Source: an optimization exercise on an open RTL-to-GDS flow (aim: small area and a short achievable clock period). Production flows keep margins and buffers that such runs may drop.
RTL that was checked went through simulation tests only; none was proved equivalent to the original.
Power is estimated from default activity; no workload was simulated.

the baseline:
// rv_core
module rv_core (
    input  logic                          clk,
    input  logic                          rst_n,
    input  logic [rv_pkg::xlen-1:0]       icache_data,
    output logic [rv_pkg::xlen-1:0]       icache_addr,
    output logic                          wb_valid,
    output logic [rv_pkg::reg_addr_w-1:0] wb_rd,
    output logic [rv_pkg::xlen-1:0]       wb_data
);
For scale: about 1200 flip-flops, ~56000 um^2 of cells after synthesis.
==> flow/config.mk <==
export PLATFORM = sky130hd
export DESIGN_NAME = rv_core
export DESIGN_NICKNAME = rv_core
export VERILOG_FILES = /design/flow/design.v
export SDC_FILE = /design/flow/constraint.sdc
export NUM_CORES = 4
export LEC_CHECK = 0
export CAP_MARGIN = 20
export CORE_MARGIN = 2
export CORE_UTILIZATION = 40
export CTS_CLUSTER_SIZE = 30
export SETUP_SLACK_MARGIN = 5
export SLEW_MARGIN = 20
export TNS_END_PERCENT = 10
==> flow/constraint.sdc <==
create_clock -name core_clock -period 8.0 [get_ports {clk}]
set_input_delay 1.6000 -clock core_clock [delete_from_list [all_inputs] [get_ports {clk}]]
set_output_delay 1.6000 -clock core_clock [all_outputs]
set_load 0.01 [all_outputs]
standard.sh (not shown) runs the stock make flow with config.mk's settings and CLKGATE_MAP_FILE= SYNTH_SCRIPT=/design/flow/synth_recipe.tcl, a recipe that flattens the netlist after the stock synthesis.
==> flow/flow/run.sh <==
#!/bin/bash
# The standard layout (the standard.sh, standard synthesis unchanged), with
# two placement/resizing options changed:
#  - ports are buffered with buf_4 instead of the slow delay cell that
#    buffer_ports picks by default;
#  - the resizer may swap a cell for one with a different footprint.
set -uo pipefail
bash standard.sh \
  "BUFFER_PORTS_ARGS=-buffer_cell sky130_fd_sc_hd__buf_4" \
  MATCH_CELL_FOOTPRINT=0 \
  finish > standard.log 2>&1
Here is what was changed in the inputs of the candidate compared with the baseline.
==> flow/run.sh (new file) <==
#!/bin/bash
# synth_recipe.tcl (not shown) runs the flow's synth.tcl, then flattens the netlist and writes it again
# the make line also repeats each setting of config.mk as NAME=value (left out here)
make -C /OpenROAD-flow-scripts/flow DESIGN_CONFIG=/design/flow/config.mk WORK_HOME=/design/flow/orfs CLKGATE_MAP_FILE= SYNTH_SCRIPT=/design/flow/synth_recipe.tcl finish
removed: flow/flow/run.sh
removed: flow/standard.sh
Results
- Compared with the baseline, the candidate shows a lower insertion delay of the later-clocked pin in the worst-skew pair.
- The candidate gives more fraction of power consumed by combinational cells than the baseline did.
- Per the comparison of the candidate with the baseline, final critical path time including I/O delays and setup decreased 43 ps, worst hold slack about even, buffers plus inverters on the worst setup path about even, total number of vias moved up, power essentially unchanged.
- The candidate vs the baseline, count of clock-net buffers in the final layout went down by 5.1%.
- Sequential cell area share: the candidate and the baseline compared, higher one is the baseline
- Summary — clock network power share, the candidate relative to the baseline: lower, by 0.4 points.
Function was not checked in any run of this note: the RTL went through the layout flow alone.

Another version of the RTL of rv_core (not shown whole).
Size: ~3900 cells after synthesis, ~1200 flip-flops, about 60000 µm² of cells after synthesis.
clock: 8.0 ns
lec_check: 0
cap_margin: 20
core_margin: 2
core_utilization: 40
setup_slack_margin: 5
slew_margin: 20
run.sh (not shown) runs the stock make flow with config.mk's settings and CLKGATE_MAP_FILE= SYNTH_SCRIPT=/design/flow/synth_recipe.tcl, a recipe that flattens the netlist after the stock synthesis.
Stock flow here: none of the scripts above is used.
The starting point passed the timing, DRC and antenna checks.
Next try:
- SETUP_SLACK_MARGIN: 5 -> default
=> Power is lower by a few percent; sequential share of layout area came out higher by 3.9 points; core utilization came out lower by 4.2 points; combinational power is lower by a quarter to a third.

Another version of the RTL of rv_core (not shown whole).
Size: ~100 I/O pins, about 56000 µm² of cells after synthesis.
==> flow/config.mk <==
export PLATFORM = sky130hd
export DESIGN_NAME = rv_core
export DESIGN_NICKNAME = rv_core
export VERILOG_FILES = /design/flow/design.v
export SDC_FILE = /design/flow/constraint.sdc
export NUM_CORES = 4
export LEC_CHECK = 0
export CAP_MARGIN = 20
export CORE_MARGIN = 2
export CORE_UTILIZATION = 40
export CTS_CLUSTER_DIAMETER = 140
export CTS_CLUSTER_SIZE = 24
export PLACE_DENSITY = 0.72
export SETUP_SLACK_MARGIN = 5
export SLEW_MARGIN = 20
export TNS_END_PERCENT = 10
==> flow/constraint.sdc <==
create_clock -name core_clock -period 8.0 [get_ports {clk}]
set_input_delay 1.6000 -clock core_clock [delete_from_list [all_inputs] [get_ports {clk}]]
set_output_delay 1.6000 -clock core_clock [all_outputs]
set_load 0.01 [all_outputs]
standard.sh (not shown) runs the stock make flow with config.mk's settings and CLKGATE_MAP_FILE= SYNTH_SCRIPT=/design/flow/synth_recipe.tcl, a recipe that flattens the netlist after the stock synthesis.
==> flow/flow/run.sh <==
#!/bin/bash
# The standard layout (the standard.sh, standard synthesis unchanged), with
# two placement/resizing options changed:
#  - ports are buffered with buf_4 instead of the slow delay cell that
#    buffer_ports picks by default;
#  - the resizer may swap a cell for one with a different footprint.
set -uo pipefail
bash standard.sh \
  "BUFFER_PORTS_ARGS=-buffer_cell sky130_fd_sc_hd__buf_4" \
  MATCH_CELL_FOOTPRINT=0 \
  finish > standard.log 2>&1
The first run passed the timing, DRC and antenna checks.
Edit:
--- a/flow/config.mk
+++ b/flow/config.mk
@@ -9,7 +9,5 @@
 export CORE_MARGIN = 2
 export CORE_UTILIZATION = 40
-export CTS_CLUSTER_DIAMETER = 140
-export CTS_CLUSTER_SIZE = 24
-export PLACE_DENSITY = 0.72
+export CTS_CLUSTER_SIZE = 30
 export SETUP_SLACK_MARGIN = 5
 export SLEW_MARGIN = 20
What happened: The new run went through all stages and came out clean. Combinational power went up by about 6%. Hold slack gets worse by 0.016 ns. Critical path depth falls by 1. Final area increases by 4.9%. Worst setup slack gets better by 0.15 ns. Total power went up by 24%. Die area does not change.
Edit:
--- a/flow/config.mk
+++ b/flow/config.mk
@@ -9,5 +9,6 @@
 export CORE_MARGIN = 2
 export CORE_UTILIZATION = 40
-export CTS_CLUSTER_SIZE = 30
+export CTS_CLUSTER_DIAMETER = 140
+export CTS_CLUSTER_SIZE = 24
 export SETUP_SLACK_MARGIN = 5
 export SLEW_MARGIN = 20
- final area drops by 3.9%
- global-route usage drops by 0.41 points
- hold slack improves by 0.012 ns
- critical path depth is unchanged
- register-to-register slack hardly moves
- worst setup slack degrades by 0.010 ns
- clock skew climbs by 0.022 ns
- sequential power hardly moves
- total power drops by 19%
- synthesized area stays the same
- cell count drops by 2.1%
Edit:
--- a/flow/config.mk
+++ b/flow/config.mk
@@ -13,3 +13,3 @@
 export SETUP_SLACK_MARGIN = 5
 export SLEW_MARGIN = 20
-export TNS_END_PERCENT = 10
+export TNS_END_PERCENT = 30
=> The changed run finished with timing, DRC and antenna clean; wire length increases by 4.0%; worst setup slack gets worse by 0.031 ns; fmax came out lower by 0.93%; design area is higher by 2.1%; worst hold slack is about the same; cell count grows by 1.4%; sequential cell count does not change.

==> afterwards: timing with drivers on the ports <==
The flow's constraints put no driver on any port. The routed layouts listed below were extracted and timed again, unchanged, in two steps.
Step 1 assumes that a clkbuf_16 drives the clock port and a buf_2 every other input.
Step 2, shift: input delay + t, output delay - t, t = (earliest + latest rising clock arrival at the registers) / 2. This alone moves slack from input paths to output paths.
Three values: no drivers, after step 1, after step 2; two values: the first two.
| run | t (ns) | setup slack, ns | hold WS [ns] | latest minus earliest clock arrival (ns) | slew at the worst register clock pin (ns) |
|---|---|---|---|---|---|
| the baseline | 0.864 | 4.588 / 4.588 / 4.588 | 0.425 / 0.425 / 0.425 | 0.046 / 0.046 | 0.07 / 0.07 |
| the candidate | 0.845 | 4.631 / 4.631 / 4.369 | 0.427 / 0.427 / 0.427 | 0.038 / 0.037 | 0.07 / 0.07 |
| the first run of note 2 | 0.821 | 4.409 / 4.409 / 4.409 | 0.374 / 0.374 / 0.374 | 0.104 / 0.104 | 0.07 / 0.07 |
| the second run of note 2 | 0.813 | 3.034 / 3.034 / 3.034 | 0.425 / 0.425 / 0.425 | 0.036 / 0.036 | 0.07 / 0.07 |
| the first run of note 3 | 0.816 | 4.583 / 4.583 / 4.503 | 0.437 / 0.437 / 0.437 | 0.040 / 0.039 | 0.11 / 0.11 |
| the second run of note 3 | 0.859 | 4.738 / 4.738 / 4.501 | 0.421 / 0.421 / 0.421 | 0.039 / 0.039 | 0.07 / 0.07 |
| the third run of note 3 | 0.819 | 4.728 / 4.727 / 4.517 | 0.433 / 0.433 / 0.433 | 0.057 / 0.056 | 0.12 / 0.12 |
| the fourth run of note 3 | 0.792 | 4.698 / 4.698 / 4.409 | 0.433 / 0.433 / 0.433 | 0.040 / 0.041 | 0.11 / 0.11 |
After both steps every run listed still meets setup and hold. For the fourth run of note 3, which loses most, drivers alone change the setup slack by 0.000 ns; drivers and shift together by -0.289 ns.
